From an optimization exercise on the open Yosys and OpenROAD flow, aimed at small area and a short achievable clock period; shortcuts taken in it are not production practice.
In this exercise RTL edits were held to simulation tests only and were not proved equivalent to the original.
Power figures rest on the tool's default switching activity, not on a simulated workload.

==> flow/design.v <==
package axis_pkg;
    localparam int data_width = 32;                      
    localparam int keep_width = 4;                       
    localparam int byte_width = data_width / keep_width;  
    typedef logic [data_width-1:0] axis_word_t;
    typedef logic [keep_width-1:0] axis_keep_t;
    localparam axis_keep_t keep_all  = '1;   
    localparam axis_keep_t keep_none = '0;   
endpackage
package burst_pkg;
    localparam int count_width = 16;   
    localparam logic [31:0] delimiter_word = 32'hB2C50FA1;
    localparam logic [count_width-1:0] trailer_repeat = 16'd3;    
    localparam logic [count_width-1:0] ifg_words      = 16'd10;   
    localparam logic [count_width-1:0] buffer_depth = 16'd64;     
    localparam logic [count_width-1:0] start_level  = 16'd10;     
    localparam int addr_width = $clog2(buffer_depth);             
    typedef enum logic [2:0] {
        idle,        
        preamble,    
        delimiter,   
        data,        
        trailer,     
        gap          
    } burst_state_t;
endpackage
`timescale 1ns/1ns
module packet_buffer
(
    input  logic                 axis_clk,
    input  logic                 axis_reset,
    input  axis_pkg::axis_word_t in_data,
    input  axis_pkg::axis_keep_t in_keep,
    input  logic                 in_last,
    input  logic                 in_user,
    input  logic                 in_valid,
    output logic                 in_ready,
    input  logic                 pop,          
    output axis_pkg::axis_word_t head_data,    
    output axis_pkg::axis_keep_t head_keep,
    output logic                 head_last,
    output logic                 head_user,
    output logic                 head_valid,
    output logic                 burst_ready
);
    logic [37:0] mem [64];
    logic [5:0]  wr_ptr;
    logic [5:0]  rd_ptr;
    logic [6:0]  word_count;
    logic [6:0]  last_count;    
    logic        last_dec;      
    logic [6:0]  count_next;
    logic [31:0] masked;
    wire do_write = in_valid && in_ready;
    wire do_read  = pop && head_valid;
    always_comb begin
        masked = in_data;
        for (int i = 0; i < 4; i++)
            if (in_last && !in_keep[i]) masked[i*8 +: 8] = 8'd0;
    end
    always_ff @(posedge axis_clk) begin
        if (do_write)
            mem[wr_ptr] <= {in_user, in_last, in_keep, masked};
    end
    assign {head_user, head_last, head_keep, head_data} = mem[rd_ptr];
    assign count_next = word_count + 7'(do_write) - 7'(do_read);
    always_ff @(posedge axis_clk) begin
        if (axis_reset) begin
            wr_ptr      <= '0;
            rd_ptr      <= '0;
            word_count  <= '0;
            last_count  <= '0;
            last_dec    <= 1'b0;
            in_ready    <= 1'b1;
            head_valid  <= 1'b0;
            burst_ready <= 1'b0;
        end else begin
            if (do_write)
                wr_ptr <= wr_ptr + 1'b1;
            if (do_read)
                rd_ptr <= rd_ptr + 1'b1;
            word_count <= count_next;
            in_ready   <= (count_next != 7'd64);
            head_valid <= (count_next != 7'd0);
            last_dec   <= do_read && head_last;
            last_count <= last_count + 7'(do_write && in_last) - 7'(last_dec);
            burst_ready <= (word_count >= 7'd10) || (last_count > 7'(last_dec));
        end
    end
endmodule
`timescale 1ns/1ns
module burst_sequencer
(
    input  logic                 axis_clk,
    input  logic                 axis_reset,
    input  logic [15:0]          preamble_words,
    input  axis_pkg::axis_word_t preamble_pattern,
    input  axis_pkg::axis_word_t trailer_pattern,
    input  axis_pkg::axis_word_t head_data,
    input  axis_pkg::axis_keep_t head_keep,
    input  logic                 head_last,
    input  logic                 head_user,
    input  logic                 head_valid,
    input  logic                 burst_ready,
    output logic                 pop,
    output axis_pkg::axis_word_t out_data,
    output axis_pkg::axis_keep_t out_keep,
    output logic                 out_last,
    output logic                 out_user,
    output logic                 out_valid
);
    logic        s_idle, s_pre, s_pay, s_post;
    logic [15:0] pre_left;    
    logic        pre_done;    
    logic [3:0]  post_cnt;    
    assign pop = s_pay;
    always_ff @(posedge axis_clk) begin
        if (axis_reset) begin
            s_idle    <= 1'b1;
            s_pre     <= 1'b0;
            s_pay     <= 1'b0;
            s_post    <= 1'b0;
            pre_left  <= '0;
            pre_done  <= 1'b0;
            post_cnt  <= '0;
            out_data  <= '0;
            out_keep  <= '0;
            out_last  <= 1'b0;
            out_user  <= 1'b0;
            out_valid <= 1'b0;
        end else begin
            out_data  <= '0;
            out_keep  <= '0;
            out_last  <= 1'b0;
            out_user  <= 1'b0;
            out_valid <= 1'b0;
            if (s_idle && burst_ready) begin
                out_data  <= preamble_pattern;
                out_keep  <= 4'hF;
                out_valid <= 1'b1;
                pre_left  <= preamble_words;
                pre_done  <= (preamble_words[15:1] == 15'd0);
                s_idle    <= 1'b0;
                s_pre     <= 1'b1;
            end
            if (s_pre) begin
                out_keep  <= 4'hF;
                out_valid <= 1'b1;
                if (!pre_done) begin
                    out_data <= preamble_pattern;
                    pre_left <= pre_left - 1'b1;
                    pre_done <= (pre_left == 16'd2);
                end else begin
                    out_data <= 32'hB2C50FA1;
                    s_pre    <= 1'b0;
                    s_pay    <= 1'b1;
                end
            end
            if (s_pay && head_valid) begin
                out_data  <= head_data;
                out_keep  <= head_keep;
                out_user  <= head_user;
                out_valid <= 1'b1;
                if (head_last) begin
                    post_cnt <= '0;
                    s_pay    <= 1'b0;
                    s_post   <= 1'b1;
                end
            end
            if (s_post) begin
                post_cnt <= post_cnt + 1'b1;
                if (post_cnt < 4'd3) begin
                    out_data  <= trailer_pattern;
                    out_keep  <= 4'hF;
                    out_valid <= 1'b1;
                    out_last  <= (post_cnt == 4'd2);
                end
                if (post_cnt == 4'd12) begin
                    s_post <= 1'b0;
                    s_idle <= 1'b1;
                end
            end
        end
    end
endmodule
`timescale 1ns/1ns
module xgpon_burst_tx
(
    input  logic                   axis_clk,
    input  logic                   axis_reset,
    input  axis_pkg::axis_word_t             in_data,
    input  axis_pkg::axis_keep_t             in_keep,
    input  logic                   in_last,
    input  logic                   in_user,
    input  logic                   in_valid,
    output logic                   in_ready,
    input  logic [burst_pkg::count_width-1:0] preamble_words,
    input  axis_pkg::axis_word_t             preamble_pattern,
    input  axis_pkg::axis_word_t             trailer_pattern,
    output axis_pkg::axis_word_t             out_data,
    output axis_pkg::axis_keep_t             out_keep,
    output logic                   out_last,
    output logic                   out_user,
    output logic                   out_valid
);
    axis_pkg::axis_word_t head_data;
    axis_pkg::axis_keep_t head_keep;
    logic       head_last;
    logic       head_user;
    logic       head_valid;
    logic       burst_ready;
    logic       pop;
    packet_buffer u_buffer (
        .axis_clk    (axis_clk),
        .axis_reset  (axis_reset),
        .in_data     (in_data),
        .in_keep     (in_keep),
        .in_last     (in_last),
        .in_user     (in_user),
        .in_valid    (in_valid),
        .in_ready    (in_ready),
        .pop         (pop),
        .head_data   (head_data),
        .head_keep   (head_keep),
        .head_last   (head_last),
        .head_user   (head_user),
        .head_valid  (head_valid),
        .burst_ready (burst_ready)
    );
    burst_sequencer u_sequencer (
        .axis_clk         (axis_clk),
        .axis_reset       (axis_reset),
        .preamble_words   (preamble_words),
        .preamble_pattern (preamble_pattern),
        .trailer_pattern  (trailer_pattern),
        .head_data        (head_data),
        .head_keep        (head_keep),
        .head_last        (head_last),
        .head_user        (head_user),
        .head_valid       (head_valid),
        .burst_ready      (burst_ready),
        .pop              (pop),
        .out_data         (out_data),
        .out_keep         (out_keep),
        .out_last         (out_last),
        .out_user         (out_user),
        .out_valid        (out_valid)
    );
endmodule
==> flow/run.sh <==
#!/bin/bash
# synth_recipe.tcl (not shown) runs the flow's synth.tcl, then flattens the netlist and writes it again
# the make line also repeats each setting of config.mk as NAME=value (left out here)
make -C /OpenROAD-flow-scripts/flow DESIGN_CONFIG=/design/flow/config.mk WORK_HOME=/design/flow/orfs CLKGATE_MAP_FILE= SYNTH_SCRIPT=/design/flow/synth_recipe.tcl finish
==> flow/config.mk <==
export PLATFORM = sky130hd
export DESIGN_NAME = xgpon_burst_tx
export DESIGN_NICKNAME = xgpon_burst_tx
export VERILOG_FILES = /design/flow/design.v
export SDC_FILE = /design/flow/constraint.sdc
export NUM_CORES = 4
export LEC_CHECK = 0
export CAP_MARGIN = 20
export CORE_MARGIN = 2
export CORE_UTILIZATION = 40
export SLEW_MARGIN = 20
==> flow/constraint.sdc <==
create_clock -name core_clock -period 4.5 [get_ports {axis_clk}]
set_input_delay 0.9000 -clock core_clock [delete_from_list [all_inputs] [get_ports {axis_clk}]]
set_output_delay 0.9000 -clock core_clock [all_outputs]
set_load 0.01 [all_outputs]
==> results of run 1 <==
-- kinds of logic (layout without fill, tap and decap cells) --
family                   after synthesis  count (layout)  share of synthesized area
adder cells (fa/ha/maj)               33              33                    0.00436
multiplexers                         817             817                      0.169
other                                  0              11                          0
AO/OA/AOI/OAI                        344             344                     0.0232
XOR/XNOR                              16              16                    0.00143
flip-flops                          2532            2532                      0.765
AND/OR/NAND/NOR                      471             471                     0.0227
buffers and inverters                271             982                     0.0145
-- routing by layer --
layer / up-vias / share of wire / global-route usage / wire length (µm)
li1: 20000 / - / - / -
met1: 27400 / 0.40 / 0.313 / 114000
met2: 2646 / 0.48 / 0.363 / 137000
met3: 432 / 0.093 / 0.0493 / 26400
met4: 0 / 0.028 / 0.0649 / 8130
met5: - / 0 / 0 / 0
-- Yosys cell counts, types with 14 or more instances --
| cell | n | area share |
|---|---|---|
| nor2b_1 | 31 | 0.0020 |
| o221ai_1 | 14 | 0.0012 |
| edfxtp_1 | 2432 | 0.74 |
| buf_2 | 55 | 0.0028 |
| buf_6 | 19 | 0.0022 |
| a211oi_1 | 33 | 0.0025 |
| o21ai_0 | 69 | 0.0035 |
| a21oi_1 | 87 | 0.0044 |
| o22ai_1 | 25 | 0.0016 |
| mux2_2 | 31 | 0.0036 |
| nand2_1 | 114 | 0.0044 |
| and2_1 | 48 | 0.0031 |
| clkbuf_1 | 95 | 0.0036 |
| buf_4 | 44 | 0.0034 |
| mux2i_1 | 116 | 0.012 |
| nand2b_1 | 14 | 0.00089 |
| inv_1 | 31 | 0.0012 |
| nor3_1 | 18 | 0.00092 |
| mux4_2 | 670 | 0.15 |
| nor2_1 | 161 | 0.0062 |
| nand3_1 | 26 | 0.0013 |
| ha_1 | 31 | 0.0040 |
| dfxtp_1 | 100 | 0.020 |
| buf_1 | 23 | 0.00088 |
| nor4_1 | 15 | 0.00096 |
-- final timing paths --
path                                        start                       end  slack, ns
worst max-delay path                     register  u_sequencer.out_data[17]       0.76
worst min-delay path                   in_keep[3]      u_buffer.mem[24][35]       0.36
worst max register to register           register  u_sequencer.out_data[17]       0.76
worst min register to register  u_sequencer.s_pay         u_sequencer.s_pay       0.51
-- worst reg2reg max path, delay by kind of cell, from the launching register on --
kind                   cells  cell delay (ns)
AO/OA/AOI/OAI              2             0.43
AND/OR/NAND/NOR            1             0.24
buffers and inverters      3             0.89
flip-flops                 1             0.66
multiplexers               3             1.34
-- layout make-up --
| cell class | count | area (µm²) | area share |
|---|---|---|---|
| Sequential cell | 2532 | 75100 | 0.655 |
| Clock buffer | 343 | 7310 | 0.0638 |
| Timing Repair Buffer | 482 | 4860 | 0.0424 |
| Inverter | 32 | 125 | 0.00109 |
| Tap cell | 3202 | 4010 | 0.0350 |
| Antenna cell | 11 | 27.5 | 0.000240 |
| Clock inverter | 125 | 988 | 0.00862 |
| Multi-Input combinational cell | 1681 | 22200 | 0.194 |
-- registers in the layout, summed over array words and instances, names as in the netlist, 4 cells and up, named ones only --
register	cells
u_buffer.last_count	7
u_buffer.mem	2432
u_buffer.rd_ptr	6
u_buffer.word_count	7
u_buffer.wr_ptr	6
u_sequencer.out_data	32
u_sequencer.out_keep	4
u_sequencer.post_cnt	4
u_sequencer.pre_left	16
-- power by group --
part	internal, µW	switching (µW)
combinational	855	1670
clock	12300	9030
sequential	26200	178
-- through the flow --
stage / util / cells / total power [µW] / setup WS, ns
5_1_grt: 0.470 / 8398 / 51600 / 0.612
6_report: 0.470 / 8408 / 50200 / 0.764
3_5_place_dp: 0.436 / 7929 / 29300 / 0.667
3_3_place_gp: 0.436 / 7929 / 29300 / 0.656
4_1_cts: 0.470 / 8397 / 50500 / 0.765
2_1_floorplan: - / 4484 / 28000 / 1.00
==> results.cfg, run 1 <==
[run]
max-cap-violations = 0

[final_layout]
final_area_um2 = 115000
fill_cells = 20000
fin_nets = 5161
area_growth_pct = 16.8
final_common_cell = edfxtp_1
final_cell_mix = edfxtp_1, mux4_2, clkbuf_16
drive_above_1_share = 0.292

[cts]
clk_pin_slew_ns = 0.06
htree_levels = 5
post-cts-setup-buffers = 0
ctsResizeCount = 0
tritoncts = built
cts_hold_repair.buffers = 0
cts.sinks = 2532
cts_made_buffers = 278
root_buffer = clkbuf_16
clockBufferDepth = 4
clk_latency_ns = 0.93

[route]
vias = 50500
firstDrtPassIters = 6
viasPerCell = 6.01
ant_nets = 0
drcViolationCount = 0
drt-total-wl_mm = 286
drt-initial-drc-count = 6766
detail_route.wl_per_cell_um = 34.0

[critical_path]
cp_num_buf_inv = 3
worstPathArrival_ns = 4.47
worstSetupStartpointType = register
crit_type = register to register
path_cells = buf_12, buf_4, mux4_2, mux4_2, mux2i_1, nor2_1, a211oi_1, buf_4, a211oi_1
cp.depth = 9
crit_path_max_incr_delay_ns = 0.66
reg2regPathDepth = 9
slowest_stage = dfxtp_4
critPathTopFamily = multiplexers
critPathRequiredTime_ns = 5.24
path_max_fanout = 29
end_kind = register

[timing]
hold_viol = 0
rsz0062_at_grt = false
fin_skew_ns = 0.0574
fmax_mhz = 268
timing.hold.ws_ns = 0.355
fin_setup_tns_ns = 0
tightest_slew_ns = 1.13
fin_crit_ns = 3.74
slew_viol_final = 0
period_share = 0.830
slew_headroom = 0.242
finalSetupViolCount = 0

[logic_synthesis]
ys_ff_latch = 2532
synth_cell_types = 66
synth_warnings = 2
synthCells = 4484
syn_nets = 4638
seq_area_frac_synth = 0.765
synth_flop_cell = edfxtp_1
syn_area_um2 = 98100
synth-edff-count = 2432
synth-async-reset-ratio = 0
synth.avg_cell_area_um2 = 21.9

[grt]
grt_pass1_vias = 49800
overflow = 0
grt_pass1_wl_mm = 395
grt_usage = 0.226
antenna_found_initial = 21
grt_max_degree = 90

[floorplan]
die_x_um = 499
core_um2 = 244000
row_count = 181
die_y_um = 499
pin_count = 161
initial_core_util = 0.403
design.die.area_um2 = 249000

[placed_design]
placed_area_um2 = 106000
gp_routability_congestion = 0.860
io_buffers = 160
hpwlAfterDp_mm = 173

[pwr]
vdd_ir_drop_max_mv = 0.463
total_leakage_power_uw = 0.0345
p_per_area_nw_per_um2 = 438

[status]
run_status = no timing/DRC/antenna violations

[worst_hold_path]
hold_class = input pin to register
whs_path_depth = 1
==> run 2: changes to the inputs <==
--- a/flow/design.v
+++ b/flow/design.v
@@ -44,14 +44,20 @@
     output logic                 burst_ready
 );
-    logic [37:0] mem [64];
-    logic [5:0]  wr_ptr;
-    logic [5:0]  rd_ptr;
+    logic [37:0] mem [63];
+    logic [37:0] head;
+    logic [5:0]  wr_ptr;        
+    logic [62:0] rd_sel;        
     logic [6:0]  word_count;
+    logic        ring_valid;    
     logic [6:0]  last_count;    
     logic        last_dec;      
     logic [6:0]  count_next;
     logic [31:0] masked;
-    wire do_write = in_valid && in_ready;
-    wire do_read  = pop && head_valid;
+    logic [37:0] in_word;
+    logic [37:0] ring_word;
+    wire do_write  = in_valid && in_ready;
+    wire do_read   = pop && head_valid;
+    wire to_head   = !head_valid || (do_read && !ring_valid);
+    wire ring_pop  = do_read && ring_valid;
     always_comb begin
         masked = in_data;
@@ -59,14 +65,26 @@
             if (in_last && !in_keep[i]) masked[i*8 +: 8] = 8'd0;
     end
-    always_ff @(posedge axis_clk) begin
-        if (do_write)
-            mem[wr_ptr] <= {in_user, in_last, in_keep, masked};
-    end
-    assign {head_user, head_last, head_keep, head_data} = mem[rd_ptr];
+    assign in_word = {in_user, in_last, in_keep, masked};
+    always_ff @(posedge axis_clk) begin
+        if (do_write && !to_head)
+            mem[wr_ptr] <= in_word;
+    end
+    always_comb begin
+        ring_word = '0;
+        for (int i = 0; i < 63; i++)
+            ring_word = ring_word | (mem[i] & {38{rd_sel[i]}});
+    end
+    always_ff @(posedge axis_clk) begin
+        if (ring_pop)
+            head <= ring_word;
+        else if (do_write && to_head)
+            head <= in_word;
+    end
+    assign {head_user, head_last, head_keep, head_data} = head;
     assign count_next = word_count + 7'(do_write) - 7'(do_read);
     always_ff @(posedge axis_clk) begin
         if (axis_reset) begin
             wr_ptr      <= '0;
-            rd_ptr      <= '0;
+            rd_sel      <= 63'd1;
             word_count  <= '0;
             last_count  <= '0;
@@ -74,13 +92,15 @@
             in_ready    <= 1'b1;
             head_valid  <= 1'b0;
+            ring_valid  <= 1'b0;
             burst_ready <= 1'b0;
         end else begin
-            if (do_write)
-                wr_ptr <= wr_ptr + 1'b1;
-            if (do_read)
-                rd_ptr <= rd_ptr + 1'b1;
+            if (do_write && !to_head)
+                wr_ptr <= (wr_ptr == 6'd62) ? 6'd0 : wr_ptr + 1'b1;
+            if (ring_pop)
+                rd_sel <= {rd_sel[61:0], rd_sel[62]};
             word_count <= count_next;
             in_ready   <= (count_next != 7'd64);
             head_valid <= (count_next != 7'd0);
+            ring_valid <= (count_next[6:1] != 6'd0);
             last_dec   <= do_read && head_last;
             last_count <= last_count + 7'(do_write && in_last) - 7'(last_dec);
--- a/flow/config.mk
+++ b/flow/config.mk
@@ -6,6 +6,10 @@
 export NUM_CORES = 4
 export LEC_CHECK = 0
+export ABC_CLOCK_PERIOD_IN_PS = 2300
 export CAP_MARGIN = 20
 export CORE_MARGIN = 2
-export CORE_UTILIZATION = 40
+export CORE_UTILIZATION = 55
+export CTS_CLUSTER_DIAMETER = 60
+export CTS_CLUSTER_SIZE = 24
+export SETUP_SLACK_MARGIN = 2.2
 export SLEW_MARGIN = 20
==> run 2 against run 1 <==
Against the previous run: still clean on timing, DRC and antenna; non-clock buffer count is 292 higher; final area down 2.5%; total power is 8.1% lower; combinational power is 13% higher.
==> results.cfg, run 2 <==
[cts]
htree_levels = 4
tritoncts = built
cts_hold_repair.buffers = 0
root_buffer = clkbuf_16
clk_pin_slew_ns = 0.09
cts.sinks = 2584
clk_latency_ns = 0.89
cts_made_buffers = 155
clockBufferDepth = 3

[route]
firstDrtPassIters = 9
drcViolationCount = 0
ant_nets = 0
detail_route.wl_per_cell_um = 54.8
vias = 65400
drt-total-wl_mm = 442
drt-initial-drc-count = 15500
viasPerCell = 8.10

[logic_synthesis]
synth.largest_area_cell = edfxtp_1
synth_warnings = 2
synth-edff-count = 2432
synth_most_common_cell = edfxtp_1
synthCells = 5082
synth_flop_cell = edfxtp_1
syn_area_um2 = 93200
synth_cell_types = 69
netlist_top_cells_count = edfxtp_1, a22o_1, a221oi_1
synthDominantCellAreaShare = 0.783
synth-async-reset-ratio = 0
syn_nets = 5238
ys_ff_latch = 2584
synth.avg_cell_area_um2 = 18.3
seq_area_frac_synth = 0.816
ys_top_cells_by_area = edfxtp_1, a22o_1, a221oi_1, dfxtp_1, clkbuf_1

[pwr]
p_seq_frac = 0.586
clockPowerShare = 0.352
p_comb_frac = 0.062
switching_power_uw = 11000
total_leakage_power_uw = 0.0353
vdd_ir_drop_max_mv = 0.435
swShare = 0.239
intPower_uw = 35100
p_per_area_nw_per_um2 = 413

[timing]
hold_viol = 0
slew_headroom = 0.190
rsz0062_at_grt = true
period_share = 0.568
finalSetupViolCount = 0
fin_crit_ns = 2.56
slew_viol_final = 0
tightest_slew_ns = 1.22
fin_setup_tns_ns = 0
fmax_mhz = 391
fin_skew_ns = 0.0587

[critical_path]
critPathRequiredTime_ns = 5.10
crit_path_max_incr_delay_ns = 0.52
cp_num_buf_inv = 2
worstSetupStartpointType = register
slowest_stage = nor4_2
reg2regPathDepth = 7
path_max_fanout = 12
crit_type = register to register
end_kind = register
cp.depth = 7
critPathTopFamily = simple AND/OR/NAND/NOR gates
path_cells = buf_12, a22o_1, a221oi_2, nand4_1, nor4_2, buf_4, o21ai_1
worstPathArrival_ns = 3.16

[final_layout]
fin_nets = 5850
final_common_cell = edfxtp_1
finish.utilization = 0.662
drive_above_1_share = 0.226
final_cell_mix = edfxtp_1, a22o_1, a221oi_1
largest_reg_flops = 2394
regMostFlops = u_buffer.mem
area_growth_pct = 19.9
largestRegisters = u_buffer.mem: 2394 flops, u_buffer.rd_sel: 63 flops, u_buffer.head: 38 flops

[floorplan]
row_count = 151
design.die.area_um2 = 173000
core_um2 = 169000
pin_count = 161
die_x_um = 416
die_y_um = 416
initial_core_util = 0.552

[worst_hold_path]
whs_path_depth = 2
hold_class = register to register

[placed_design]
gp_routability_congestion = 0.925
hpwlAfterDp_mm = 228
io_buffers = 160

[grt]
antenna_found_initial = 28
overflow = 0
grt_pass1_vias = 57700
grt_max_degree = 85
grt_pass1_wl_mm = 558
grt_usage = 0.499

[run]
max-cap-violations = 0

[status]
run_status = no timing/DRC/antenna violations
[run 2: area by class of cell]
| cell class | count | area [µm²] |
|---|---|---|
| Antenna cell | 38 | 95.1 |
| Clock buffer | 171 | 3980 |
| Clock inverter | 109 | 1350 |
| Fill cell | 11300 | 57200 |
| Inverter | 36 | 140 |
| Multi-Input combinational cell | 2143 | 18100 |
| Sequential cell | 2584 | 76300 |
| Tap cell | 2218 | 2780 |
| Timing Repair Buffer | 774 | 8990 |
[run 2: kinds of logic after synthesis]
kind of cell               share of synthesized area
xor gates and xnor gates                    0.000939
AOI/OAI and AO/OA                              0.128
DFF                                            0.816
and+or+nand+nor                               0.0358
adders and majority gates                    0.00486
buffers and inverters                         0.0147
muxes                                       0.000107
[run 2: path summary, 6_finish.rpt]
kind,to,startpoint,slack (ns)
setup reg to reg,u_buffer.head[8],u_buffer.rd_sel[30],1.94
hold reg to reg,u_sequencer.pre_left[15],u_sequencer.pre_left[15],0.48
setup / recovery,u_buffer.head[8],u_buffer.rd_sel[30],1.94
hold / removal,u_sequencer.pre_left[15],u_sequencer.pre_left[15],0.48
[run 2: stage by stage]
step,worst slack (ns),cell area [µm²],std cells,power (µW),hold WS [ns]
after floorplan,1.73,93900,5082,28900,0.444
after global placement,0.671,99900,7419,30200,0.467
after detailed placement,0.671,100000,7420,30200,0.467
after CTS,2.09,110000,7972,45800,0.480
after global routing,2.03,112000,8042,46900,0.508
final,1.94,112000,8073,46100,0.477
[run 2: power groups by stage]
stage	sequential, µW	clock (µW)	combinational (µW)
floorplan	27400	0	1500
global placement	27500	0	2660
detailed placement	27500	0	2690
CTS	27000	16000	2750
global route	27000	16800	3030
finish	27000	16200	2870
[run 2: tightest hold or removal path, cell delays in order (launching register included)]
cell and delay, ns:
dfxtp_1 0.32, nand3_1 0.06, a21oi_1 0.05
[run 2: what timing repair did]
item,CTS,global route
buffers inserted,259,57
endpoints found under the hold margin,0,0
gates cloned,13,6
setup endpoints to repair,2603,665
pin swaps,66,85
resized for setup,465,176
[run 2: per-layer routing]
layer,track usage,share of wire
met1,0.621,0.31
met2,0.677,0.40
met3,0.246,0.20
met4,0.353,0.092
met5,0,0.00065
==> run 3: changes to the inputs <==
--- a/flow/design.v
+++ b/flow/design.v
@@ -44,20 +44,36 @@
     output logic                 burst_ready
 );
-    logic [37:0] mem [63];
-    logic [37:0] head;
-    logic [5:0]  wr_ptr;        
-    logic [62:0] rd_sel;        
+    logic [37:0] mem_a [31];    
+    logic [37:0] mem_b [31];    
+    logic [37:0] head_a;        
+    logic [37:0] head_b;        
+    logic [4:0]  wr_ptr_a;      
+    logic [4:0]  wr_ptr_b;
+    logic [30:0] rd_sel_a;      
+    logic [30:0] rd_sel_b;
+    logic        rd_bank;       
+    logic        wr_bank;       
     logic [6:0]  word_count;
-    logic        ring_valid;    
+    logic        ge2, ge3;      
     logic [6:0]  last_count;    
     logic        last_dec;      
-    logic [6:0]  count_next;
     logic [31:0] masked;
     logic [37:0] in_word;
-    logic [37:0] ring_word;
-    wire do_write  = in_valid && in_ready;
-    wire do_read   = pop && head_valid;
-    wire to_head   = !head_valid || (do_read && !ring_valid);
-    wire ring_pop  = do_read && ring_valid;
+    logic [37:0] ring_a;
+    logic [37:0] ring_b;
+    logic [37:0] head_word;
+    wire do_write = in_valid && in_ready;
+    wire do_read  = pop && head_valid;
+    wire eq1 = (word_count == 7'd1);
+    wire eq2 = (word_count == 7'd2);
+    wire eq3 = (word_count == 7'd3);
+    wire eq63 = (word_count == 7'd63);
+    wire ge4 = (word_count >= 7'd4);
+    wire to_head  = !ge2 || (eq2 && do_read);
+    wire ring_pop = do_read && ge3;
+    wire wr_a = do_write && !wr_bank;
+    wire wr_b = do_write &&  wr_bank;
+    wire rp_a = ring_pop && !rd_bank;
+    wire rp_b = ring_pop &&  rd_bank;
     always_comb begin
         masked = in_data;
@@ -67,40 +83,70 @@
     assign in_word = {in_user, in_last, in_keep, masked};
     always_ff @(posedge axis_clk) begin
-        if (do_write && !to_head)
-            mem[wr_ptr] <= in_word;
+        if (wr_a && !to_head)
+            mem_a[wr_ptr_a] <= in_word;
+        if (wr_b && !to_head)
+            mem_b[wr_ptr_b] <= in_word;
     end
     always_comb begin
-        ring_word = '0;
-        for (int i = 0; i < 63; i++)
-            ring_word = ring_word | (mem[i] & {38{rd_sel[i]}});
+        ring_a = '0;
+        ring_b = '0;
+        for (int i = 0; i < 31; i++) begin
+            ring_a = ring_a | (mem_a[i] & {38{rd_sel_a[i]}});
+            ring_b = ring_b | (mem_b[i] & {38{rd_sel_b[i]}});
+        end
     end
     always_ff @(posedge axis_clk) begin
-        if (ring_pop)
-            head <= ring_word;
-        else if (do_write && to_head)
-            head <= in_word;
-    end
-    assign {head_user, head_last, head_keep, head_data} = head;
-    assign count_next = word_count + 7'(do_write) - 7'(do_read);
+        if (rp_a)
+            head_a <= ring_a;
+        else if (wr_a && to_head)
+            head_a <= in_word;
+        if (rp_b)
+            head_b <= ring_b;
+        else if (wr_b && to_head)
+            head_b <= in_word;
+    end
+    assign head_word = rd_bank ? head_b : head_a;
+    assign {head_user, head_last, head_keep, head_data} = head_word;
     always_ff @(posedge axis_clk) begin
         if (axis_reset) begin
-            wr_ptr      <= '0;
-            rd_sel      <= 63'd1;
+            wr_ptr_a    <= '0;
+            wr_ptr_b    <= '0;
+            rd_sel_a    <= 31'd1;
+            rd_sel_b    <= 31'd1;
+            rd_bank     <= 1'b0;
+            wr_bank     <= 1'b0;
             word_count  <= '0;
+            ge2         <= 1'b0;
+            ge3         <= 1'b0;
             last_count  <= '0;
             last_dec    <= 1'b0;
             in_ready    <= 1'b1;
             head_valid  <= 1'b0;
-            ring_valid  <= 1'b0;
             burst_ready <= 1'b0;
         end else begin
-            if (do_write && !to_head)
-                wr_ptr <= (wr_ptr == 6'd62) ? 6'd0 : wr_ptr + 1'b1;
-            if (ring_pop)
-                rd_sel <= {rd_sel[61:0], rd_sel[62]};
-            word_count <= count_next;
-            in_ready   <= (count_next != 7'd64);
-            head_valid <= (count_next != 7'd0);
-            ring_valid <= (count_next[6:1] != 6'd0);
+            if (wr_a && !to_head)
+                wr_ptr_a <= (wr_ptr_a == 5'd30) ? 5'd0 : wr_ptr_a + 1'b1;
+            if (wr_b && !to_head)
+                wr_ptr_b <= (wr_ptr_b == 5'd30) ? 5'd0 : wr_ptr_b + 1'b1;
+            if (rp_a)
+                rd_sel_a <= {rd_sel_a[29:0], rd_sel_a[30]};
+            if (rp_b)
+                rd_sel_b <= {rd_sel_b[29:0], rd_sel_b[30]};
+            if (do_read)
+                rd_bank <= !rd_bank;
+            if (do_write)
+                wr_bank <= !wr_bank;
+            word_count <= word_count + 7'(do_write) - 7'(do_read);
+            if (do_write && !do_read) begin
+                head_valid <= 1'b1;
+                ge2        <= head_valid;
+                ge3        <= ge2;
+                in_ready   <= !eq63;
+            end else if (do_read && !do_write) begin
+                head_valid <= ge2;
+                ge2        <= ge3;
+                ge3        <= ge4;
+                in_ready   <= 1'b1;
+            end
             last_dec   <= do_read && head_last;
             last_count <= last_count + 7'(do_write && in_last) - 7'(last_dec);
--- a/flow/config.mk
+++ b/flow/config.mk
@@ -9,7 +9,7 @@
 export CAP_MARGIN = 20
 export CORE_MARGIN = 2
-export CORE_UTILIZATION = 55
-export CTS_CLUSTER_DIAMETER = 60
-export CTS_CLUSTER_SIZE = 24
-export SETUP_SLACK_MARGIN = 2.2
+export CORE_UTILIZATION = 45
+export CTS_CLUSTER_DIAMETER = 70
+export CTS_CLUSTER_SIZE = 30
+export SETUP_SLACK_MARGIN = 2.3
 export SLEW_MARGIN = 20
==> run 3 against run 2 <==
Against the previous run: die area increased by 24%; highest routed layer unchanged; critical endpoint is now u_buffer.mem_a[21][5]; first-iteration DRC count decreased by 25%; clock skew decreased by 0.0059 ns; count of clock-buffer cells in the layout decreased by 18; final cell count increased by 11%; synthesized cell count increased by 8.5%; sequential power about the same.
==> results.cfg, run 3 <==
[floorplan]
die_y_um = 462
initial_core_util = 0.452
core_um2 = 209000
pin_count = 161
row_count = 168
design.die.area_um2 = 214000
die_x_um = 462

[grt]
met2_usage = 0.506
top_usage_layer = met2
met1_usage = 0.420
use_met3 = 0.0643
grt_max_degree = 92
grt_pass1_vias = 55800
overflow = 0
grt_pass1_wl_mm = 467
antenna_found_initial = 29
grt_usage = 0.321

[timing]
timing.hold.ws_ns = 0.487
tightest_slew_ns = 1.02
hold_viol = 0
finalSetupViolCount = 0
fin_crit_ns = 2.43
fin_setup_tns_ns = 0
period_share = 0.540
slew_headroom = 0.298
fin_skew_ns = 0.0528
slew_viol_final = 0
fmax_mhz = 411
rsz0062_at_grt = true

[logic_synthesis]
synth_cell_types = 76
synthDominantCellAreaShare = 0.773
synth_flop_cell = edfxtp_1
seq_area_frac_synth = 0.806
synth.avg_cell_area_um2 = 17.1
syn_area_um2 = 94500
ys_top_cells_by_area = edfxtp_1, a22oi_1, dfxtp_1, nand4_1, nor2_1
synth_most_common_cell = edfxtp_1
synth-async-reset-ratio = 0
synth_xor_area_frac = 0.000742
synthCells = 5513
netlist_top_cells_count = edfxtp_1, a22oi_1, nor2_1
synth-adder-area-share = 0.00638
synth-edff-count = 2432
syn_nets = 5681
synth_top_family_by_area = compound AO/OA/AOI/OAI gates
synth.largest_area_cell = edfxtp_1
ys_ff_latch = 2590
synth_simple_gate_area_frac = 0.0510
synth_warnings = 2
synth_compound_area_frac = 0.115
synth.area.mux_share = 0.00473

[critical_path]
slowest_stage = and2_2
setup.worst_path.start = in_last
r2r-start = u_buffer.word_count[5]
crit_path_max_incr_delay_ns = 0.87
crit_type = input pin to register
path_cells = buf_2, nand2b_1, and2_2, buf_4
reg2regPathDepth = 11
critPathRequiredTime_ns = 5.13
worstSetupStartpointType = input pin
path_max_fanout = 34
worstPathArrival_ns = 3.07
end_kind = register

[placed_design]
gp_routability_congestion = 0.859
hpwlAfterDp_mm = 189
placed_area_um2 = 101000
io_buffers = 160

[worst_hold_path]
worstHoldStart = u_buffer.rd_sel_b[8]
hold_class = register to register
whs_path_depth = 2

[pwr]
p_per_area_nw_per_um2 = 392
swShare = 0.227
clockPowerShare = 0.335
intPower_uw = 33900
p_comb_frac = 0.053
vdd_ir_drop_max_mv = 0.421
total_leakage_power_uw = 0.0337
switching_power_uw = 9950
p_seq_frac = 0.612
finalPower_uw = 43800

[final_layout]
area_growth_pct = 18.2
drive_above_1_share = 0.178
multi_input_area_um2 = 17700
seq_area_um2 = 76400
final_area_um2 = 112000
final_cell_mix = edfxtp_1, a22oi_1, nor2_1
final_common_cell = edfxtp_1
fin_nets = 6184
fill_cells = 16400
largestRegisters = u_buffer.mem_a: 1178 flops, u_buffer.mem_b: 1178 flops

[run]
max-cap-violations = 0

[route]
detail_route.wl_per_cell_um = 40.8
drcViolationCount = 0
firstDrtPassIters = 6
drt-total-wl_mm = 364
viasPerCell = 6.83
drt-initial-drc-count = 11700
ant_nets = 0
vias = 61000

[cts]
clockBufferDepth = 3
clk_pin_slew_ns = 0.10
root_buffer = clkbuf_16
tritoncts = built
cts.sinks = 2590
clk_latency_ns = 0.84
htree_levels = 4
cts_made_buffers = 135
cts_hold_repair.buffers = 0

[status]
run_status = no timing/DRC/antenna violations
==> run 3: path summary, 6_finish.rpt <==
kind | to | slack (ns)
setup / recovery | u_buffer.mem_a[21][5] | 2.07
hold / removal | u_buffer.rd_sel_b[8] | 0.49
setup reg to reg | u_buffer.mem_a[29][6] | 2.14
hold reg to reg | u_buffer.rd_sel_b[8] | 0.49
==> run 3: layout make-up <==
class,count,area share
timing repair inverter,1,0.0000784
timing repair buffer,695,0.0825
clock buffer,153,0.0321
clock inverter,89,0.00903
multi-input combinational,2556,0.159
tap,2805,0.0314
sequential,2590,0.684
antenna,14,0.000314
inverter,37,0.00143
==> run 3: logic make-up (layout without fill, tap and decap cells) <==
| family | count (synthesis) | count (layout) |
|---|---|---|
| AOI/OAI and AO/OA | 1468 | 1470 |
| xor gates and xnor gates | 8 | 8 |
| other | 0 | 14 |
| adders and majority gates | 47 | 47 |
| DFF | 2590 | 2590 |
| and+or+nand+nor | 985 | 987 |
| muxes | 44 | 44 |
| buffers and inverters | 371 | 975 |
==> run 3: power groups by stage <==
| stage | registers (µW) | clock network, µW | logic [µW] |
|---|---|---|---|
| final | 26800 | 14700 | 2320 |
| after global routing | 26800 | 15500 | 2460 |
| after CTS | 26800 | 14700 | 2180 |
| after detailed placement | 27300 | 0 | 2090 |
| after global placement | 27300 | 0 | 2040 |
| after floorplan | 27300 | 0 | 1160 |
==> run 3: what timing repair did <==
action / CTS / global route
gates cloned: 35 / 72
setup buffers: 89 / 92
pin swaps: 29 / 39
endpoints found under the setup margin: 2931 / 1785
gates resized for setup: 360 / 208
==> run 3: per-layer routing <==
layer,vias up,share of wire
met5,-,0.00011
met4,6,0.071
met3,980,0.13
met2,5183,0.46
met1,31200,0.34
li1,23700,-
==> run 3: critical path, delay by kind of cell <==
kind | cells | cell delay (ns)
AND/OR/NAND/NOR | 2 | 1.39
buffers and inverters | 2 | 0.67
==> run 3: metrics by stage <==
step	worst slack [ns]	util	std cells
after global routing	2.09	0.534	8931
after CTS	2.18	0.518	8762
final	2.07	0.534	8940
after global placement	0.900	0.485	8396
after detailed placement	0.887	0.485	8396
after floorplan	1.52	-	5513
==> run 4: changes to the inputs <==
--- a/flow/config.mk
+++ b/flow/config.mk
@@ -14,2 +14,3 @@
 export SETUP_SLACK_MARGIN = 2.3
 export SLEW_MARGIN = 20
+export TNS_END_PERCENT = 10
==> run 4 against run 3 <==
Against the previous run: still clean; core utilization fell by 1.7 points; non-clock buffer count fell by 180; largest power group unchanged; critical path depth rose by 2; final cell count fell by 2.2%; clock power barely moved; synthesized cell count did not move; combinational power fell by 2%; total power fell by 0.64%.
==> results.cfg, run 4 <==
[route]
viasPerCell = 6.82
ant_nets = 0
vias = 59600
drt-total-wl_mm = 351
firstDrtPassIters = 9
detail_route.wl_per_cell_um = 40.1
drt-initial-drc-count = 11500
drcViolationCount = 0

[grt]
grt_pass1_wl_mm = 467
overflow = 0
grt_usage = 0.321
antenna_found_initial = 18
grt_pass1_vias = 55300
grt_max_degree = 108

[critical_path]
reg2regPathDepth = 4
crit_type = input pin to register
worstPathArrival_ns = 3.04
path_cells = buf_2, nand2b_1, and2_2, buf_12, nor2_1, a31oi_1
critPathRequiredTime_ns = 5.15
slowest_stage = and2_2
worstSetupStartpointType = input pin
crit_path_max_incr_delay_ns = 0.90
end_kind = register
r2r_setup_slack_ns = 2.12
path_max_fanout = 33
r2r_end = u_sequencer.out_data[1]
r2r-start = u_buffer.rd_bank

[final_layout]
largestRegisters = u_buffer.mem_a: 1178 flops, u_buffer.mem_b: 1178 flops
fill_cells = 16800
fin_nets = 5997
final_common_cell = edfxtp_1
drive_above_1_share = 0.142
area_growth_pct = 14.3
final_cell_mix = edfxtp_1, a22oi_1, nor2_1

[timing]
slew_viol_final = 0
hold_viol = 0
timing.hold.ws_ns = 0.513
slew_headroom = 0.154
fin_setup_tns_ns = 0
fmax_mhz = 418
rsz0062_at_grt = true
fin_crit_ns = 2.39
period_share = 0.531
fin_skew_ns = 0.0419
finalSetupViolCount = 0
tightest_slew_ns = 1.23

[cts]
root_buffer = clkbuf_16
cts_made_buffers = 131
clockBufferDepth = 3
cts.sinks = 2590
htree_levels = 4
clk_pin_slew_ns = 0.10
tritoncts = built
cts_hold_repair.buffers = 0
clk_latency_ns = 0.83

[logic_synthesis]
ys_ff_latch = 2590
synthCells = 5513
synth_warnings = 2
synth.avg_cell_area_um2 = 17.1
synth_flop_cell = edfxtp_1
ys_top_cells_by_area = edfxtp_1, a22oi_1, dfxtp_1, nand4_1, nor2_1
synthDominantCellAreaShare = 0.773
synth.largest_area_cell = edfxtp_1
synth-async-reset-ratio = 0
seq_area_frac_synth = 0.806
syn_nets = 5681
netlist_top_cells_count = edfxtp_1, a22oi_1, nor2_1
syn_area_um2 = 94500
synth_most_common_cell = edfxtp_1
synth_cell_types = 76
synth-edff-count = 2432

[pwr]
vdd_ir_drop_max_mv = 0.566
total_leakage_power_uw = 0.0321
p_per_area_nw_per_um2 = 403

[placed_design]
gp_routability_congestion = 0.860
hpwlAfterDp_mm = 194
io_buffers = 160

[worst_hold_path]
whs_path_depth = 2
worstHoldStart = u_sequencer.pre_left[14]
hold_class = register to register
hold_end = u_sequencer.pre_left[14]

[status]
run_status = no timing/DRC/antenna violations

[floorplan]
core_um2 = 209000
initial_core_util = 0.452
die_y_um = 462
pin_count = 161
row_count = 168
design.die.area_um2 = 214000
die_x_um = 462

[run]
max-cap-violations = 0
-- run 4: cell count changes in the layout (fill, tap and decap cells not counted), moves of 17 or more --
cell           change
clkbuf_16         -45
buf_6             -54
buf_2             -22
and2_4            -18
and2_2            +17
buf_16            -17
buf_12            -52
dlygate4sd2_1     +30
-- run 4: worst max path at each step --
stage / to / slack (ns) / depth (start not counted) / startpoint
floorplan: u_buffer.mem_a[26][0] / 1.52 / 3 / in_valid
global route: u_buffer.head_b[1] / 2.09 / 6 / in_keep[0]
finish: u_buffer.head_b[16] / 2.11 / 6 / in_keep[2]
CTS: out_data[4] / 1.91 / 1 / u_sequencer.out_data[4]
global placement: u_buffer.mem_a[1][6] / 0.71 / 6 / in_valid
detailed placement: u_buffer.mem_a[1][2] / 0.70 / 6 / in_valid
-- run 4: cell type report --
cell class,count,area (µm²),share of cell area
Sequential cell,2590,76400,0.707
Multi-Input combinational cell,2553,17600,0.163
Timing Repair Buffer,515,5880,0.0544
Clock buffer,157,3590,0.0332
Tap cell,2805,3510,0.0325
Clock inverter,78,895,0.00828
Inverter,37,166,0.00154
Antenna cell,8,20.0,0.000185
Timing Repair inverter,1,8.76,0.0000811
-- run 4: worst max-delay path: cells and delay by family --
| family | cells | cell delay, ns |
|---|---|---|
| simple gates | 3 | 1.36 |
| buf+inv | 2 | 0.49 |
| compound gates | 1 | 0.16 |
-- run 4: per-stage QoR --
| stage | setup slack (ns) | power (µW) | std cells | area [µm²] | utilization |
|---|---|---|---|---|---|
| after CTS | 1.91 | 43500 | 8714 | 107000 | 0.514 |
| final | 2.11 | 43500 | 8744 | 108000 | 0.517 |
| after detailed placement | 0.701 | 29400 | 8405 | 102000 | 0.486 |
| after global placement | 0.713 | 29400 | 8404 | 102000 | 0.486 |
| after global routing | 2.09 | 44500 | 8739 | 108000 | 0.516 |
| after floorplan | 1.52 | 28400 | 5513 | 94800 | - |
-- run 4: what timing repair did --
action,4_1_cts,5_1_grt
gates cloned,21,4
buffers inserted,53,18
hold endpoints to repair,0,0
gates resized for setup,122,113
endpoints found under the setup margin,2612,2052
pin swaps,20,11
-- run 4: where the power goes --
part | leakage, µW | internal, µW | switching (µW) | total (µW)
registers | 0.0224 | 26600 | 206 | 26800
logic | 0.00756 | 788 | 1480 | 2270
clock network | 0.00216 | 6330 | 8140 | 14500
total | 0.0321 | 33700 | 9830 | 43500
-- run 4: per-layer routing --
metal	track usage	share of wire	vias up
li1	-	-	23200
met1	0.426	0.35	30800
met2	0.510	0.47	4827
met3	0.0612	0.13	794
met4	0.156	0.058	0
met5	0	0	-
-- run 4: kinds of logic after synthesis --
logic type / Yosys count / share of synthesized area
XOR/XNOR: 8 / 0.000742
multiplexers: 44 / 0.00473
flip-flops: 2590 / 0.806
buffers and inverters: 371 / 0.0153
AO/OA/AOI/OAI: 1468 / 0.115
AND/OR/NAND/NOR: 985 / 0.0510
adder cells (fa/ha/maj): 47 / 0.00638
==> run 5: changes to the inputs <==
--- a/flow/design.v
+++ b/flow/design.v
@@ -65,10 +65,7 @@
     wire do_write = in_valid && in_ready;
     wire do_read  = pop && head_valid;
-    wire eq1 = (word_count == 7'd1);
-    wire eq2 = (word_count == 7'd2);
-    wire eq3 = (word_count == 7'd3);
     wire eq63 = (word_count == 7'd63);
     wire ge4 = (word_count >= 7'd4);
-    wire to_head  = !ge2 || (eq2 && do_read);
+    wire to_head  = !ge2 || (!ge3 && do_read);
     wire ring_pop = do_read && ge3;
     wire wr_a = do_write && !wr_bank;
==> flow/flow/run.sh (new file) <==
#!/bin/bash
set -uo pipefail
export BUFFER_PORTS_ARGS="-buffer_cell sky130_fd_sc_hd__buf_2"
export CTS_ARGS="-sink_clustering_enable -repair_clock_nets -sink_clustering_size 30 -sink_clustering_max_diameter 70 -dont_use_dummy_load"
bash standard.sh > standard.log 2>&1
status=$?
# keep each step's full log beside the run
if [[ -d orfs/logs ]]; then
  mkdir -p logs
  cp -r orfs/logs/. logs/ 2>/dev/null || true
fi
exit $status
==> flow/standard.sh (new file) <==
#!/bin/bash
# synth_recipe.tcl (not shown) runs the flow's synth.tcl, then flattens the netlist and writes it again
# the make line also repeats each setting of config.mk as NAME=value (left out here)
make -C /OpenROAD-flow-scripts/flow DESIGN_CONFIG=/design/flow/config.mk WORK_HOME=/design/flow/orfs CLKGATE_MAP_FILE= SYNTH_SCRIPT=/design/flow/synth_recipe.tcl "${@:-finish}"
--- a/flow/config.mk
+++ b/flow/config.mk
@@ -14,3 +14,2 @@
 export SETUP_SLACK_MARGIN = 2.3
 export SLEW_MARGIN = 20
-export TNS_END_PERCENT = 10
removed: flow/run.sh
==> run 5 against run 4 <==
Against the previous run: clock power is 19% lower; count of clock-buffer cells in the layout fell by 38; via count shrank 1.6%; register-to-register slack better by 0.06 ns; critical endpoint is now out_data[4]; largest power group unchanged.
==> results.cfg, run 5 <==
[status]
run_status = no timing/DRC/antenna violations

[critical_path]
path_max_fanout = 1
worstPathArrival_ns = 1.50
end_kind = output pin
crit_type = register to output pin
reg2regPathDepth = 6
slowest_stage = dfxtp_4
crit_path_max_incr_delay_ns = 0.50
cp_num_buf_inv = 1
critPathRequiredTime_ns = 3.60
worstSetupStartpointType = register
cp.depth = 1
path_cells = buf_6
critPathTopFamily = flip-flops

[cts]
cts.sinks = 2590
cts_hold_repair.buffers = 0
tritoncts = built
htree_levels = 3
clk_latency_ns = 0.86
root_buffer = clkbuf_16
cts_made_buffers = 119
clockBufferDepth = 3
clk_pin_slew_ns = 0.12

[pwr]
p_seq_frac = 0.659
swShare = 0.214
clockPowerShare = 0.290
p_per_area_nw_per_um2 = 384
finalPower_uw = 40600
p_comb_frac = 0.051
total_leakage_power_uw = 0.0313
intPower_uw = 31900
switching_power_uw = 8670
vdd_ir_drop_max_mv = 0.331

[logic_synthesis]
ys_ff_latch = 2590
synthDominantCellAreaShare = 0.774
netlist_top_cells_count = edfxtp_1, a22oi_1, nor2_1
synth_cell_types = 69
ys_top_cells_by_area = edfxtp_1, a22oi_1, dfxtp_1, nand4_1, nor2_1
seq_area_frac_synth = 0.808
synth_warnings = 2
syn_area_um2 = 94300
synth.avg_cell_area_um2 = 17.1
synth_most_common_cell = edfxtp_1
synth_flop_cell = edfxtp_1
synth-edff-count = 2432
synth.largest_area_cell = edfxtp_1
syn_nets = 5676
synthCells = 5509
synth-async-reset-ratio = 0

[final_layout]
area_growth_pct = 12.0
drive_above_1_share = 0.147
largestRegisters = u_buffer.mem_a: 1178 flops, u_buffer.mem_b: 1178 flops
final_cell_mix = edfxtp_1, a22oi_1, nor2_1
final_common_cell = edfxtp_1
fill_cells = 17000
final_area_um2 = 106000
finish.utilization = 0.506
fin_nets = 5953

[grt]
antenna_found_initial = 25
overflow = 0
grt_max_degree = 65
grt_pass1_wl_mm = 449
grt_usage = 0.307
grt_pass1_vias = 53900

[floorplan]
initial_core_util = 0.452
die_y_um = 462
design.die.area_um2 = 213000
pin_count = 161
row_count = 168
core_um2 = 209000
die_x_um = 462

[route]
firstDrtPassIters = 9
drt-total-wl_mm = 336
ant_nets = 0
vias = 58700
drcViolationCount = 0
viasPerCell = 6.83
detail_route.wl_per_cell_um = 39.1
drt-initial-drc-count = 11600

[timing]
fin_setup_tns_ns = 0
period_share = 0.534
hold_viol = 0
slew_headroom = 0.210
finalSetupViolCount = 0
timing.hold.ws_ns = 0.328
slew_viol_final = 0
rsz0062_at_grt = true
fin_crit_ns = 2.40
fin_skew_ns = 0.156
tightest_slew_ns = 1.18
fmax_mhz = 416

[placed_design]
io_buffers = 160
gp_routability_congestion = 0.835
hpwlAfterDp_mm = 178
placed_area_um2 = 100000

[worst_hold_path]
hold_class = input pin to register
whs_path_depth = 2

[run]
max-cap-violations = 0
==> run 5: power groups by stage <==
stage / Combinational (µW) / Sequential, µW / Clock [µW]
global route: 2220 / 26800 / 12600
detailed placement: 1910 / 27300 / 0
floorplan: 1140 / 27300 / 0
finish: 2070 / 26800 / 11800
CTS: 1970 / 26800 / 11800
global placement: 1850 / 27300 / 0
==> run 5: cell type report <==
cell class                 instances  area, µm²  area share
clock buffer                     119       2980      0.0282
multi-input combinational       2550      17500       0.166
tap                             2805       3510      0.0332
sequential                      2590      76400       0.723
inverter                          36        143     0.00135
timing repair buffer             489       5110      0.0484
antenna                            5       12.5    0.000118
==> run 5: routing by layer <==
metal / GRT usage / up-vias / routed length (µm)
met2: 0.476 / 4613 / 153000
met5: 0 / - / 38
li1: - / 23000 / -
met4: 0.136 / 6 / 17900
met3: 0.0526 / 699 / 42600
met1: 0.427 / 30400 / 122000
==> run 5: per-stage QoR <==
stage	setup slack (ns)	instances
after floorplan	1.45	5509
after global placement	1.09	8365
after detailed placement	1.09	8367
after CTS	2.04	8564
after global routing	2.09	8592
final	2.10	8594
==> run 5: what timing repair did <==
action / in CTS / in global routing
cloned: 22 / 6
setup endpoints to repair: 2687 / 965
pin swaps: 33 / 11
resized for setup: 171 / 60
setup buffers: 56 / 18
==> run 5: kinds of logic (layout without fill, tap and decap cells) <==
kind of cell               Yosys count  in the layout  share of synthesized area
DFF                               2590           2590                      0.808
AOI/OAI and AO/OA                 1441           1441                      0.113
and+or+nand+nor                   1006           1008                     0.0522
buffers and inverters              371            644                     0.0152
adders and majority gates           46             46                    0.00626
muxes                               42             42                    0.00452
xor gates and xnor gates            13             13                    0.00121
other                                0              5                          0
==> run 5: final timing paths <==
path / from / to / slack (ns)
min: trailer_pattern[9] / u_sequencer.out_data[9] / 0.33
max reg2reg: u_sequencer.s_pay / u_sequencer.out_data[26] / 2.18
min reg2reg: u_buffer.wr_bank / u_buffer.wr_bank / 0.50
max: u_sequencer.out_data[4] / out_data[4] / 2.10
==> run 6: changes to the inputs <==
--- a/flow/config.mk
+++ b/flow/config.mk
@@ -14,2 +14,3 @@
 export SETUP_SLACK_MARGIN = 2.3
 export SLEW_MARGIN = 20
+export TNS_END_PERCENT = 10
==> run 6 against run 5 <==
Against the previous run: final cell count is essentially flat; still clean; clock power grew 8%; sequential share of layout area grew 0.54 points; total power grew 2.0%; via count is essentially flat; register-to-register slack lost 0.21 ns; non-clock buffer count shrank 25; final area shrank 0.88%; worst setup slack lost 0.13 ns; critical endpoint is now u_buffer.head_a[21]; synthesized cell count is the same; fmax shrank 5.0%.
==> results.cfg, run 6 <==
[status]
run_status = no timing/DRC/antenna violations

[floorplan]
core_um2 = 209000
die_x_um = 462
design.die.area_um2 = 213000
row_count = 168
pin_count = 161
die_y_um = 462
initial_core_util = 0.452

[final_layout]
finish.utilization = 0.501
fin_nets = 5942
final_cell_mix = edfxtp_1, a22oi_1, nor2_1
fill_cells = 17200
drive_above_1_share = 0.141
largestRegisters = u_buffer.mem_a: 1178 flops, u_buffer.mem_b: 1178 flops
area_growth_pct = 11.0
final_common_cell = edfxtp_1

[placed_design]
gp_routability_congestion = 0.859
hpwlAfterDp_mm = 189
io_buffers = 160
pre_cts_ws_ns = 0.868

[route]
drt-total-wl_mm = 337
wl_met2_mm = 159
dr_wl_met3_mm = 39.7
maxUsedRoutingLayer = met5
drt-initial-drc-count = 10200
detail_route.wl_per_cell_um = 39.2
ant_nets = 0
drcViolationCount = 0
wl_met1_mm = 121
viasPerCell = 6.83
firstDrtPassIters = 6
vias = 58700

[critical_path]
r2r_end = u_buffer.head_a[21]
r2r_setup_slack_ns = 1.97
crit_path_max_incr_delay_ns = 0.65
worstSetupStartpointType = register
critPathTopFamily = compound AO/OA/AOI/OAI gates
r2r-start = u_buffer.rd_sel_a[30]
critPathRequiredTime_ns = 5.03
reg2regPathDepth = 5
path_cells = buf_4, a222oi_1, nand3_1, nor2_1, a31oi_1
slowest_stage = a222oi_1
end_kind = register
critPathCapture = u_buffer.head_a[21]
setup.worst_path.start = u_buffer.rd_sel_a[30]
path_max_fanout = 17
worstPathArrival_ns = 3.06
cp.depth = 5
crit_type = register to register
cp_num_buf_inv = 1

[pwr]
clockPowerShare = 0.306
swShare = 0.214
p_per_area_nw_per_um2 = 395
intPower_uw = 32600
total_leakage_power_uw = 0.0310
switching_power_uw = 8860
p_comb_frac = 0.048
vdd_ir_drop_max_mv = 0.446
p_seq_frac = 0.646
finalPower_uw = 41400

[logic_synthesis]
synth.avg_cell_area_um2 = 17.1
ys_ff_latch = 2590
synthCells = 5509
synth.area.mux_share = 0.00452
ys_top_cells_by_area = edfxtp_1, a22oi_1, dfxtp_1, nand4_1, nor2_1
synth_warnings = 2
synth_flop_cell = edfxtp_1
synth_top_family_by_area = compound AO/OA/AOI/OAI gates
synth-edff-count = 2432
synth_compound_area_frac = 0.113
seq_area_frac_synth = 0.808
synth_cell_types = 69
synth-async-reset-ratio = 0
netlist_top_cells_count = edfxtp_1, a22oi_1, nor2_1
synth_most_common_cell = edfxtp_1
syn_area_um2 = 94300
synth_simple_gate_area_frac = 0.0522
synth-adder-area-share = 0.00626
syn_nets = 5676
synthDominantCellAreaShare = 0.774
synth_xor_area_frac = 0.00121
synth.largest_area_cell = edfxtp_1

[timing]
rsz0062_at_grt = true
slew_headroom = 0.194
timing.hold.ws_ns = 0.358
slew_viol_final = 0
hold_viol = 0
tightest_slew_ns = 1.18
fin_setup_tns_ns = 0
fin_skew_ns = 0.0634
period_share = 0.562
finalSetupViolCount = 0
fin_ws_ns = 1.97
fmax_mhz = 395
fin_crit_ns = 2.53

[cts]
root_buffer = clkbuf_16
clockBufferDepth = 3
htree_levels = 4
cts_hold_repair.buffers = 0
tritoncts = built
cts_made_buffers = 135
clk_latency_ns = 0.84
cts.sinks = 2590
clk_pin_slew_ns = 0.09

[grt]
grt_usage = 0.309
grt_pass1_vias = 54800
grt_pass1_wl_mm = 452
overflow = 0
grt_max_degree = 79
antenna_found_initial = 14

[run]
max-cap-violations = 0

[worst_hold_path]
hold_class = input pin to register
run 6: layout make-up:
class	instances	area (µm²)	share of cell area
sequential	2590	76300	0.728
timing repair buffer	464	3940	0.0376
inverter	36	143	0.00136
tap	2805	3510	0.0335
clock buffer	135	3380	0.0322
antenna	8	20.0	0.000191
multi-input combinational	2548	17500	0.167
run 6: per-stage QoR:
step,std cells,area [µm²]
2_1_floorplan,5509,94800
3_3_place_gp,8393,101000
3_5_place_dp,8393,101000
4_1_cts,8555,104000
5_1_grt,8582,105000
6_report,8586,105000
run 6: worst min-delay path, delay by kind of cell:
kind	cells	cell delay (ns)
buffers and inverters	1	0.08
AND/OR/NAND/NOR	1	0.07
AO/OA/AOI/OAI	1	0.06
run 6: power groups by stage:
| stage | Sequential (µW) | Clock [µW] | Combinational [µW] |
|---|---|---|---|
| floorplan | 27300 | 0 | 1140 |
| global placement | 27300 | 0 | 1850 |
| detailed placement | 27300 | 0 | 1890 |
| CTS | 26800 | 12700 | 1900 |
| global route | 26800 | 13400 | 2150 |
| finish | 26800 | 12700 | 1980 |
run 6: how the worst min path moves through the flow:
stage                               endpoint  slack (ns)               startpoint  cells past startpoint
floorplan            u_sequencer.post_cnt[3]        0.47  u_sequencer.post_cnt[3]                      1
global placement     u_sequencer.pre_left[8]        0.49  u_sequencer.pre_left[8]                      2
detailed placement   u_sequencer.pre_left[8]        0.50  u_sequencer.pre_left[8]                      2
CTS                  u_sequencer.pre_left[0]        0.32        preamble_words[0]                      3
global route        u_sequencer.out_data[18]        0.35      trailer_pattern[18]                      2
finish               u_sequencer.pre_left[0]        0.36        preamble_words[0]                      3
run 6: layer usage:
| layer | vias up | GRT usage |
|---|---|---|
| li1 | 22900 | - |
| met1 | 30500 | 0.418 |
| met2 | 4520 | 0.492 |
| met3 | 714 | 0.0523 |
| met4 | 2 | 0.137 |
| met5 | - | 0 |
run 6: logic make-up (layout without fill, tap and decap cells):
kind of cell / count (synthesis) / count (layout)
fa+ha+maj: 46 / 46
mux: 42 / 42
flops: 2590 / 2590
other cells: 0 / 8
xor+xnor: 13 / 13
compound gates: 1441 / 1441
buf+inv: 371 / 635
simple gates: 1006 / 1006
run 6: repair_timing:
| action | CTS | global route |
|---|---|---|
| setup endpoints to repair | 2519 | 1998 |
| buffers inserted | 27 | 22 |
| pin swaps | 12 | 10 |
| gates cloned | 0 | 1 |
| gates resized for setup | 25 | 68 |
==> run 7: changes to the inputs <==
--- a/flow/config.mk
+++ b/flow/config.mk
@@ -12,5 +12,5 @@
 export CTS_CLUSTER_DIAMETER = 70
 export CTS_CLUSTER_SIZE = 30
-export SETUP_SLACK_MARGIN = 2.3
+export SETUP_SLACK_MARGIN = 2.5
 export SLEW_MARGIN = 20
 export TNS_END_PERCENT = 10
==> run 7 against run 6 <==
Against the previous run: still clean on timing, DRC and antenna; global-route usage rose by 0.82 points; hold slack gained 0.00061 ns; clock power about the same; area after synthesis is the same; highest routed layer unchanged.
==> results.cfg, run 7 <==
[worst_hold_path]
hold_end = u_sequencer.pre_left[0]
whs_path_depth = 3
worstHoldStart = preamble_words[0]
hold_class = input pin to register

[logic_synthesis]
synth_cell_types = 69
synth_most_common_cell = edfxtp_1
synthDominantCellAreaShare = 0.774
netlist_top_cells_count = edfxtp_1, a22oi_1, nor2_1
seq_area_frac_synth = 0.808
ys_top_cells_by_area = edfxtp_1, a22oi_1, dfxtp_1, nand4_1, nor2_1
synth.largest_area_cell = edfxtp_1
syn_area_um2 = 94300
ys_ff_latch = 2590
syn_nets = 5676
synth_warnings = 2
synth-async-reset-ratio = 0
synth.avg_cell_area_um2 = 17.1
synth-edff-count = 2432
synthCells = 5509
synth_flop_cell = edfxtp_1

[timing]
slew_viol_final = 0
finalSetupViolCount = 0
fin_crit_ns = 2.28
slew_headroom = 0.213
fin_setup_tns_ns = 0
fin_ws_ns = 2.22
tightest_slew_ns = 1.15
rsz0062_at_grt = true
fin_skew_ns = 0.0689
timing.hold.ws_ns = 0.359
hold_viol = 0
fmax_mhz = 439
period_share = 0.506

[run]
max-cap-violations = 0

[grt]
grt_pass1_vias = 55400
grt_pass1_wl_mm = 461
grt_usage = 0.317
antenna_found_initial = 19
overflow = 0
grt_max_degree = 79

[status]
run_status = no timing/DRC/antenna violations

[floorplan]
initial_core_util = 0.452
row_count = 168
pin_count = 161
die_x_um = 462
core_um2 = 209000
design.die.area_um2 = 213000
die_y_um = 462

[route]
viasPerCell = 6.90
ant_nets = 0
vias = 60100
drt-total-wl_mm = 355
detail_route.wl_per_cell_um = 40.7
firstDrtPassIters = 9
drt-initial-drc-count = 11000
drcViolationCount = 0

[critical_path]
worstPathArrival_ns = 2.83
r2r-start = u_buffer.rd_sel_b[10]
path_max_fanout = 12
r2r_setup_slack_ns = 2.22
end_kind = register
crit_type = register to register
reg2regPathDepth = 5
worstSetupStartpointType = register
critPathRequiredTime_ns = 5.05
r2r_end = u_buffer.head_b[35]

[placed_design]
hpwlAfterDp_mm = 189
pre_cts_ws_ns = 0.868
placed_area_um2 = 101000
io_buffers = 160
gp_routability_congestion = 0.859

[cts]
clockBufferDepth = 3
root_buffer = clkbuf_16
clk_pin_slew_ns = 0.10
cts.sinks = 2590
htree_levels = 4
cts_made_buffers = 135
clk_latency_ns = 0.84
tritoncts = built
cts_hold_repair.buffers = 0

[final_layout]
largestRegisters = u_buffer.mem_a: 1178 flops, u_buffer.mem_b: 1178 flops
final_cell_mix = edfxtp_1, a22oi_1, nor2_1
final_area_um2 = 107000
drive_above_1_share = 0.164
fin_nets = 6074
final_common_cell = edfxtp_1
area_growth_pct = 13.7

[pwr]
p_per_area_nw_per_um2 = 387
total_leakage_power_uw = 0.0321
vdd_ir_drop_max_mv = 0.440
## run 7: cell families (layout without fill, tap and decap cells)
group / after synthesis / in the layout / synth area share
AO/OA/AOI/OAI: 1441 / 1441 / 0.113
XOR/XNOR: 13 / 13 / 0.00121
adder cells (fa/ha/maj): 46 / 46 / 0.00626
buffers and inverters: 371 / 760 / 0.0152
flip-flops: 2590 / 2590 / 0.808
multiplexers: 42 / 42 / 0.00452
other: 0 / 8 / 0
AND/OR/NAND/NOR: 1006 / 1013 / 0.0522
## run 7: stage by stage
step	utilization	cells	power [µW]
3_5_place_dp	0.481	8393	29200
5_1_grt	0.513	8713	42400
4_1_cts	0.506	8614	41400
3_3_place_gp	0.481	8393	29200
6_report	0.513	8718	41600
2_1_floorplan	-	5509	28400
## run 7: worst max-delay path: stages, from the launching register on
cell,delay (ns)
dfxtp_2,0.74
buf_4,0.33
a22oi_1,0.12
nand4_1,0.23
nor2_1,0.10
a31oi_2,0.49
## run 7: how the worst max path moves through the flow
stage	start	to	slack, ns	depth (start not counted)
global placement	in_valid	u_buffer.mem_b[7][30]	0.92	5
detailed placement	in_valid	u_buffer.mem_b[7][30]	0.87	5
finish	u_buffer.rd_sel_b[10]	u_buffer.head_b[35]	2.22	5
global route	u_buffer.head_valid	u_buffer.mem_b[16][8]	2.24	11
floorplan	in_valid	u_buffer.mem_b[19][0]	1.45	3
CTS	u_buffer.rd_sel_a[10]	u_buffer.head_a[36]	2.23	5
## run 7: final cells by class
class / instances / area (µm²)
clock buffer: 135 / 3380
sequential: 2590 / 76400
antenna: 8 / 20.0
tap: 2805 / 3510
fill: 16900 / 102000
timing repair buffer: 588 / 6170
multi-input combinational: 2555 / 17600
timing repair inverter: 1 / 8.76
inverter: 36 / 154
## run 7: report_power, final
part	internal (µW)	switching (µW)
Clock	5370	7340
Combinational	691	1390
Sequential	26600	208
## run 7: timing repair
action	CTS	global route
setup endpoints to repair	4000	2864
setup buffers	63	72
pin swaps	30	37
resized for setup	137	156
cloned	23	24
## run 7: per-layer routing
| layer | global-route usage | up-vias | wire [µm] |
|---|---|---|---|
| met5 | 0 | - | 41 |
| met4 | 0.166 | 6 | 22200 |
| met3 | 0.0644 | 835 | 45900 |
| met2 | 0.495 | 4873 | 163000 |
| met1 | 0.420 | 31200 | 124000 |
| li1 | - | 23200 | - |

## separate check: timing with driven ports
The flow's constraints put no driver on any port. The routed layouts listed below were extracted and timed again, unchanged, in two steps. Step 1 (the two cells are an assumption about what drives the block):
set clk [get_ports {axis_clk}]
set_driving_cell -lib_cell sky130_fd_sc_hd__clkbuf_16 $clk
set_driving_cell -lib_cell sky130_fd_sc_hd__buf_2 [delete_from_list [all_inputs] $clk]
Step 2 moves the port delays by t, midway between the first and last clock arrival at a register: inputs arrive t later, outputs are due t later. That takes back most of the time a late clock gives input paths. Slacks: ideal ports / drivers / drivers and shift; pairs: ideal ports / drivers.
run	t (ns)	setup slack, ns	worst hold slack (ns)
run 1	0.992	0.764 / 0.764 / 0.559	0.355 / 0.294 / 0.506
run 2	0.947	1.942 / 1.942 / 1.152	0.477 / 0.451 / 0.477
run 3	0.909	2.069 / 2.068 / 1.158	0.487 / 0.487 / 0.487
run 4	0.899	2.110 / 2.029 / 1.222	0.513 / 0.505 / 0.513
run 5	0.866	2.096 / 2.008 / 1.460	0.328 / 0.285 / 0.501
run 6	0.895	1.970 / 1.970 / 1.276	0.358 / 0.300 / 0.511
run 7	0.879	2.223 / 2.223 / 1.440	0.359 / 0.309 / 0.510
After both steps every run listed still meets setup and hold. For run 3, which loses most, drivers alone change the setup slack by -0.001 ns; drivers and shift together by -0.911 ns.
